Background: an optimization exercise with open tools, aiming at small area, a short achievable clock period and few clock cycles per item. Do not read the settings as production practice.
Function was checked by simulation only, so behaviour that the tests miss may differ from the original.

==> exp/amber: inputs <==
// nonpreemptive_process_scheduler
module nonpreemptive_process_scheduler #(
    parameter int NUM_PROCESSES = nps_pkg::NUM_PROCESSES_DEF
) (
    input  wire logic                             i_clk,
    input  wire logic                             i_rst_n,
    input  wire logic                             i_cfg_we,
    input  wire logic [nps_pkg::CFG_IDX_W-1:0]    i_cfg_idx,
    input  wire logic [nps_pkg::CFG_DATA_W-1:0]   i_cfg_data,
    input  wire logic                             i_req_valid,
    output      logic                             o_req_ready,
    input  wire logic [nps_pkg::ARR_W-1:0]        i_req_arrival_time,
    input  wire logic [nps_pkg::BUR_W-1:0]        i_req_burst_time,
    input  wire logic [nps_pkg::PRI_W-1:0]        i_req_priority_level,
    input  wire logic                             i_req_last_process,
    output      logic                             o_res_valid,
    input  wire logic                             i_res_ready,
    output      logic [nps_pkg::PROC_W-1:0]       o_res_process,
    output      logic [nps_pkg::TIME_W-1:0]       o_res_start_time,
    output      logic [nps_pkg::TIME_W-1:0]       o_res_finish_time,
    output      logic [nps_pkg::TIME_W-1:0]       o_res_waiting_time,
    output      logic [nps_pkg::TIME_W-1:0]       o_res_end_time,
    output      logic                             o_res_last_result
);
    localparam int P   = NUM_PROCESSES;
    localparam int IW  = (P > 1) ? $clog2(P) : 1;
    localparam int TW  = nps_pkg::TIME_W;
    localparam int AW  = nps_pkg::ARR_W;
    localparam int BW  = nps_pkg::BUR_W;
    localparam int CW  = BW + 1;         
    localparam int PW  = nps_pkg::PRI_W;
    localparam int KW  = CW;             
  ...
export LEC_CHECK = 0
export CAP_MARGIN = 20
export CORE_MARGIN = 2
export CORE_UTILIZATION = 40
export SLEW_MARGIN = 20
create_clock -name core_clock -period 5.5 [get_ports {i_clk}]
run.sh (not shown) runs the stock make flow with config.mk's settings and CLKGATE_MAP_FILE= SYNTH_SCRIPT=/design/flow/synth_recipe.tcl, a recipe that flattens the netlist after the stock synthesis.
==> exp/cedar: changes against exp/amber <==
--- a/flow/design.v
+++ b/flow/design.v
@@ -116,41 +116,12 @@
     logic [TW-1:0]                  r_out_end;
     logic                           r_out_last;
     assign o_res_valid        = r_out_vld;
     assign o_res_process      = r_out_proc;
     assign o_res_start_time   = r_out_start;
-    function automatic logic [TW-1:0] sub_of(input logic [TW-1:0] a, input logic [TW-1:0] b);
-        logic [31:0] g;
-        logic [31:0] p;
-        logic [31:0] gn;
-        logic [31:0] pn;
-        logic [TW-1:0] x;
-        g = '0;
-        p = '0;
-        for (int i = 0; i < TW; i++) begin
-            x[i] = a[i] ^ !b[i];
-            g[i] = a[i] && !b[i];
-            p[i] = x[i];
-        end
-        g[0] = g[0] || p[0];
-        for (int lv = 0; lv < 5; lv++) begin
-            gn = g;
-            pn = p;
-            for (int i = 0; i < 32; i++) begin
-                if (i >= (1 << lv)) begin
-                    gn[i] = g[i] || (p[i] && g[i - (1 << lv)]);
-                    pn[i] = p[i] && p[i - (1 << lv)];
-                end
-            end
-            g = gn;
-            p = pn;
-        end
-        sub_of[0] = !x[0];
-        for (int i = 1; i < TW; i++) sub_of[i] = x[i] ^ g[i-1];
-    endfunction
-    assign o_res_finish_time  = sub_of(r_out_end, {{(TW-nps_pkg::CTX_W){1'b0}}, r_ctx});
-    assign o_res_waiting_time = sub_of(r_out_start, {{(TW-AW){1'b0}}, r_out_arr});
+    assign o_res_finish_time  = r_out_end - {{(TW-nps_pkg::CTX_W){1'b0}}, r_ctx};
+    assign o_res_waiting_time = r_out_start - {{(TW-AW){1'b0}}, r_out_arr};
     assign o_res_end_time     = r_out_end;
     assign o_res_last_result  = r_out_last;
     logic [KW-1:0]                  wr_key;
     logic                           in_acc;
     logic                           mv;
@@ -160,33 +131,20 @@
     logic                           has_free;
     logic                           gen_room;
     logic                           pick;
     logic [P-1:0]                   sel;
     function automatic logic [KW-1:0] key_sel(input logic [nps_pkg::MODE_W-1:0] mode,
+                                              input logic [AW-1:0] a,
                                               input logic [CW-1:0] bc,
                                               input logic [PW-1:0] p);
-        if (mode == nps_pkg::MODE_SJF) key_sel = bc;
-        else                           key_sel = {{(KW-PW){1'b0}}, p};
-    endfunction
-    function automatic logic [1:0] cmp_of(input logic [KW-1:0] a, input logic [KW-1:0] b);
-        logic [31:0] l;
-        logic [31:0] g;
-        l = '0;
-        g = '0;
-        for (int i = 0; i < KW; i++) begin
-            l[i] = !a[i] && b[i];
-            g[i] = a[i] && !b[i];
-        end
-        for (int lv = 0; lv < 5; lv++) begin
-            for (int i = 0; i < (16 >> lv); i++) begin
-                l[i] = l[2*i+1] || (!g[2*i+1] && l[2*i]);
-                g[i] = g[2*i+1] || (!l[2*i+1] && g[2*i]);
-            end
-        end
-        cmp_of = {l[0], g[0]};
+        case (mode)
+            nps_pkg::MODE_FCFS: key_sel = {{(KW-AW){1'b0}}, a};
+            nps_pkg::MODE_SJF:  key_sel = bc;
+            default:            key_sel = {{(KW-PW){1'b0}}, p};
+        endcase
     endfunction
-    assign wr_key = key_sel(r_mode, r_in_bc, r_in_pri);
+    assign wr_key = key_sel(r_mode, r_in_arr, r_in_bc, r_in_pri);
     always_comb begin
         wsel = '0;
         for (int i = P - 1; i >= 0; i--) begin
             if (!r_vld[i]) wsel = P'(1) << i;
         end
@@ -201,36 +159,33 @@
     logic [P-1:0]                   new_klt;     
     logic [P-1:0]                   new_alt;     
     always_comb begin
         for (int q = 0; q < P; q++) begin
             logic [KW-1:0] kq;
-            logic [1:0]    kc;
-            logic [1:0]    ac;
-            kq = key_sel(r_mode, r_bc[q], r_pri[q]);
-            kc         = cmp_of(wr_key, kq);
-            ac         = cmp_of({{(KW-AW){1'b0}}, r_in_arr}, {{(KW-AW){1'b0}}, r_arr[q]});
-            new_klt[q] = (r_mode == nps_pkg::MODE_FCFS) ? ac[1] : kc[1];
-            new_alt[q] = ac[1] || (!ac[0] && new_klt[q]);
+            kq = key_sel(r_mode, r_arr[q], r_bc[q], r_pri[q]);
+            new_klt[q] = wr_key < kq;
+            new_alt[q] = (r_in_arr < r_arr[q]) ||
+                         ((r_in_arr == r_arr[q]) && new_klt[q]);
         end
     end
     logic [P-1:0]                   memb;
     logic [P-1:0]                   cand;
     logic                           any_cand;
     logic [P-1:0]                   kwin;
+    logic [P-1:0]                   awin;        
     logic [P-1:0]                   aw2;         
     logic [P-1:0]                   nmemb;       
     logic [P-1:0]                   nawin;       
     logic                           new_first;   
     logic                           new_nfirst;  
     logic [P-1:0]                   aw_nxt;
     logic                           aw_ok_nxt;
     logic                           sched_ok;
     logic                           out_free;
     logic                           sel_last;
-    logic [CW:0]                    k_end [P];   
-    logic [CW:0]                    kw_end;
-    logic [TW-CW-1:0]               t_hi_inc;
+    logic [TW-1:0]                  k_end [P];   
+    logic [TW-1:0]                  kw_end;
     logic [AW-1:0]                  kw_arr;
     logic [IW-1:0]                  kw_slot;
     logic [AW-1:0]                  aw_arr;
     logic [CW-1:0]                  aw_bc;
     logic [IW-1:0]                  aw_slot;
@@ -247,41 +202,42 @@
         if (i < j) ab_of = r_ab[i][j];
         else       ab_of = !r_ab[j][i];
     endfunction
     always_comb begin
         for (int i = 0; i < P; i++) begin
-            logic [1:0] tc;
-            tc       = cmp_of({{(KW-AW){1'b0}}, r_arr[i]}, {{(KW-AW){1'b0}}, r_out_end[AW-1:0]});
             memb[i]  = r_vld[i] && (r_tag[i] == r_stag);
             nmemb[i] = r_vld[i] && (r_tag[i] == GW'(r_stag + GW'(1)));
             cand[i]  = memb[i] && !r_first &&
-                       ((r_out_end[TW-1:AW] != '0) || !tc[0]);
-            k_end[i] = {1'b0, r_out_end[CW-1:0]} + {1'b0, r_bc[i]};
+                       ((r_out_end[TW-1:AW] != '0) ||
+                        (r_arr[i] <= r_out_end[AW-1:0]));
+            k_end[i] = r_out_end + {{(TW-CW){1'b0}}, r_bc[i]};
         end
         any_cand = |cand;
         for (int i = 0; i < P; i++) begin
             kwin[i]  = cand[i];
+            awin[i]  = memb[i];
             aw2[i]   = memb[i] && !r_aw[i];
             nawin[i] = nmemb[i];
             for (int j = 0; j < P; j++) begin
                 if (j != i) begin
                     if (cand[j] && !kb_of(i, j)) kwin[i] = 1'b0;
+                    if (memb[j] && !ab_of(i, j)) awin[i] = 1'b0;
                     if (memb[j] && !r_aw[j] && !ab_of(i, j)) aw2[i] = 1'b0;
                     if (nmemb[j] && !ab_of(i, j)) nawin[i] = 1'b0;
                 end
             end
         end
-        new_first  = !(|(r_aw & ~new_alt));
+        new_first  = !(|(awin & ~new_alt));
         new_nfirst = !(|(nawin & ~new_alt));
         kw_end  = '0;
         kw_arr  = '0;
         kw_slot = '0;
         aw_arr  = '0;
         aw_bc   = '0;
         aw_slot = '0;
         for (int i = 0; i < P; i++) begin
-            kw_end  = kw_end  | ({(CW+1){kwin[i]}} & k_end[i]);
+            kw_end  = kw_end  | ({TW{kwin[i]}} & k_end[i]);
             kw_arr  = kw_arr  | ({AW{kwin[i]}} & r_arr[i]);
             kw_slot = kw_slot | ({IW{kwin[i]}} & r_slot[i]);
             aw_arr  = aw_arr  | ({AW{r_aw[i]}} & r_arr[i]);
             aw_bc   = aw_bc   | ({CW{r_aw[i]}} & r_bc[i]);
             aw_slot = aw_slot | ({IW{r_aw[i]}} & r_slot[i]);
@@ -289,31 +245,24 @@
         aw_end = {{(TW-AW){1'b0}}, aw_arr} + {{(TW-CW){1'b0}}, aw_bc};
         sel       = any_cand ? kwin : r_aw;
         sel_start = any_cand ? r_out_end : {{(TW-AW){1'b0}}, aw_arr};
         sel_arr   = any_cand ? kw_arr : aw_arr;
         sel_slot  = any_cand ? kw_slot : aw_slot;
-        t_hi_inc  = r_out_end[TW-1:CW] + (TW-CW)'(1);
-        sel_end   = any_cand ? {(kw_end[CW] ? t_hi_inc : r_out_end[TW-1:CW]), kw_end[CW-1:0]}
-                             : aw_end;
-        sel_last  = 1'b1;
-        for (int i = 0; i < P; i++) begin
-            for (int j = i + 1; j < P; j++) begin
-                if (memb[i] && memb[j]) sel_last = 1'b0;
-            end
-        end
+        sel_end   = any_cand ? kw_end : aw_end;
+        sel_last  = !(|(memb & ~sel));
     end
     assign sched_ok = (r_stag != r_ltag);
     assign out_free = !r_out_vld || i_res_ready;
     assign pick     = r_aw_ok && out_free;
     always_comb begin
         if (!r_aw_ok) begin
-            aw_nxt    = (mv && (r_ltag == r_stag) && new_first) ? wen : r_aw;
+            aw_nxt    = (mv && (r_ltag == r_stag) && new_first) ? wen : awin;
             aw_ok_nxt = sched_ok || (mv && closes);
         end else if (pick && sel_last) begin
             aw_nxt    = (mv && (r_ltag == GW'(r_stag + GW'(1))) && new_nfirst) ? wen : nawin;
             aw_ok_nxt = (GW'(r_stag + GW'(1)) != r_ltag) || (mv && closes);
-        end else if (pick && (!any_cand || (|(kwin & r_aw)))) begin
+        end else if (pick && (|(sel & r_aw))) begin
             aw_nxt    = aw2;
             aw_ok_nxt = 1'b1;
         end else begin
             aw_nxt    = r_aw;
             aw_ok_nxt = 1'b1;
@@ -327,16 +276,14 @@
             r_ltag    <= '0;
             r_lslot   <= '0;
             r_stag    <= '0;
             r_first   <= 1'b1;
             r_aw_ok   <= 1'b0;
-            r_aw      <= '0;
             r_out_vld <= 1'b0;
             r_in_vld  <= 1'b0;
         end else begin
             r_aw_ok <= aw_ok_nxt;
-            r_aw    <= aw_nxt;
             if (in_acc)  r_in_vld <= 1'b1;
             else if (mv) r_in_vld <= 1'b0;
             if (i_cfg_we) begin
                 if (i_cfg_idx == nps_pkg::REG_MODE) r_mode <= i_cfg_data[nps_pkg::MODE_W-1:0];
                 else                                r_ctx  <= i_cfg_data[nps_pkg::CTX_W-1:0];
@@ -361,10 +308,11 @@
                 r_out_vld <= 1'b0;
             end
         end
     end
     always_ff @(posedge i_clk) begin
+        r_aw <= aw_nxt;
         if (in_acc) begin
             r_in_arr  <= i_req_arrival_time;
             r_in_bc   <= {1'b0, i_req_burst_time} + {{(CW-nps_pkg::CTX_W){1'b0}}, r_ctx};
             r_in_pri  <= i_req_priority_level;
             r_in_last <= i_req_last_process;
==> run summary <==
metric	exp/cedar	exp/amber
Result of the run	no timing/DRC/antenna violations	no timing/DRC/antenna violations
Number of cells upsized or downsized after cts	10	24
Placed wire-length estimate after detailed placement	163000 um	130000 um
Met1 Routed Length	80300 um	69500 um
Number of buffers and inverters on the critical path	4	3
First-pass GRT wire length	292000 um	246000 um
Share of final layout cell area taken by clock buffers and inverters	4.55%	4.68%
Synth Instances	4577	4351
Adder-cell area share of the yosys netlist	16.4%	10.7%
Wirelength, routed	209000 um	170000 um
Synth Area in Compound Gates	21.1%	24.7%
Fraction of area in multi-input gates	49.6%	48.0%
Final Net Count	5601	4823
Testbench counts of exp/amber, summed over its fixed seeds: cycles 2,637, items 2,397.
Testbench counts of exp/cedar, summed over its fixed seeds: cycles 2,637, items 2,397.

## afterwards: timing with drivers on the ports
The results above use ideal ports. As a check the final layouts listed here were re-extracted and re-timed, cells and wires unchanged.
Step 1 sets driving cells, clkbuf_16 on the clock port and buf_2 on the other inputs (assumed; they add their load-dependent delay and slew).
Step 2, shift: input delay + t, output delay - t, t = (earliest + latest rising clock arrival at the registers) / 2. This alone moves slack from input paths to output paths.
Slacks: no drivers / after step 1 / after step 2; pairs: no drivers / after step 1.
| run | t, ns | slack for setup (ns) | worst register clock-pin slew, ns |
|---|---|---|---|
| exp/amber | 0.730 | 0.136 / 0.061 / 0.450 | 0.07 / 0.07 |
| exp/cedar | 0.738 | 0.244 / 0.168 / 0.289 | 0.07 / 0.07 |
After both steps setup and hold are still met in every run listed.
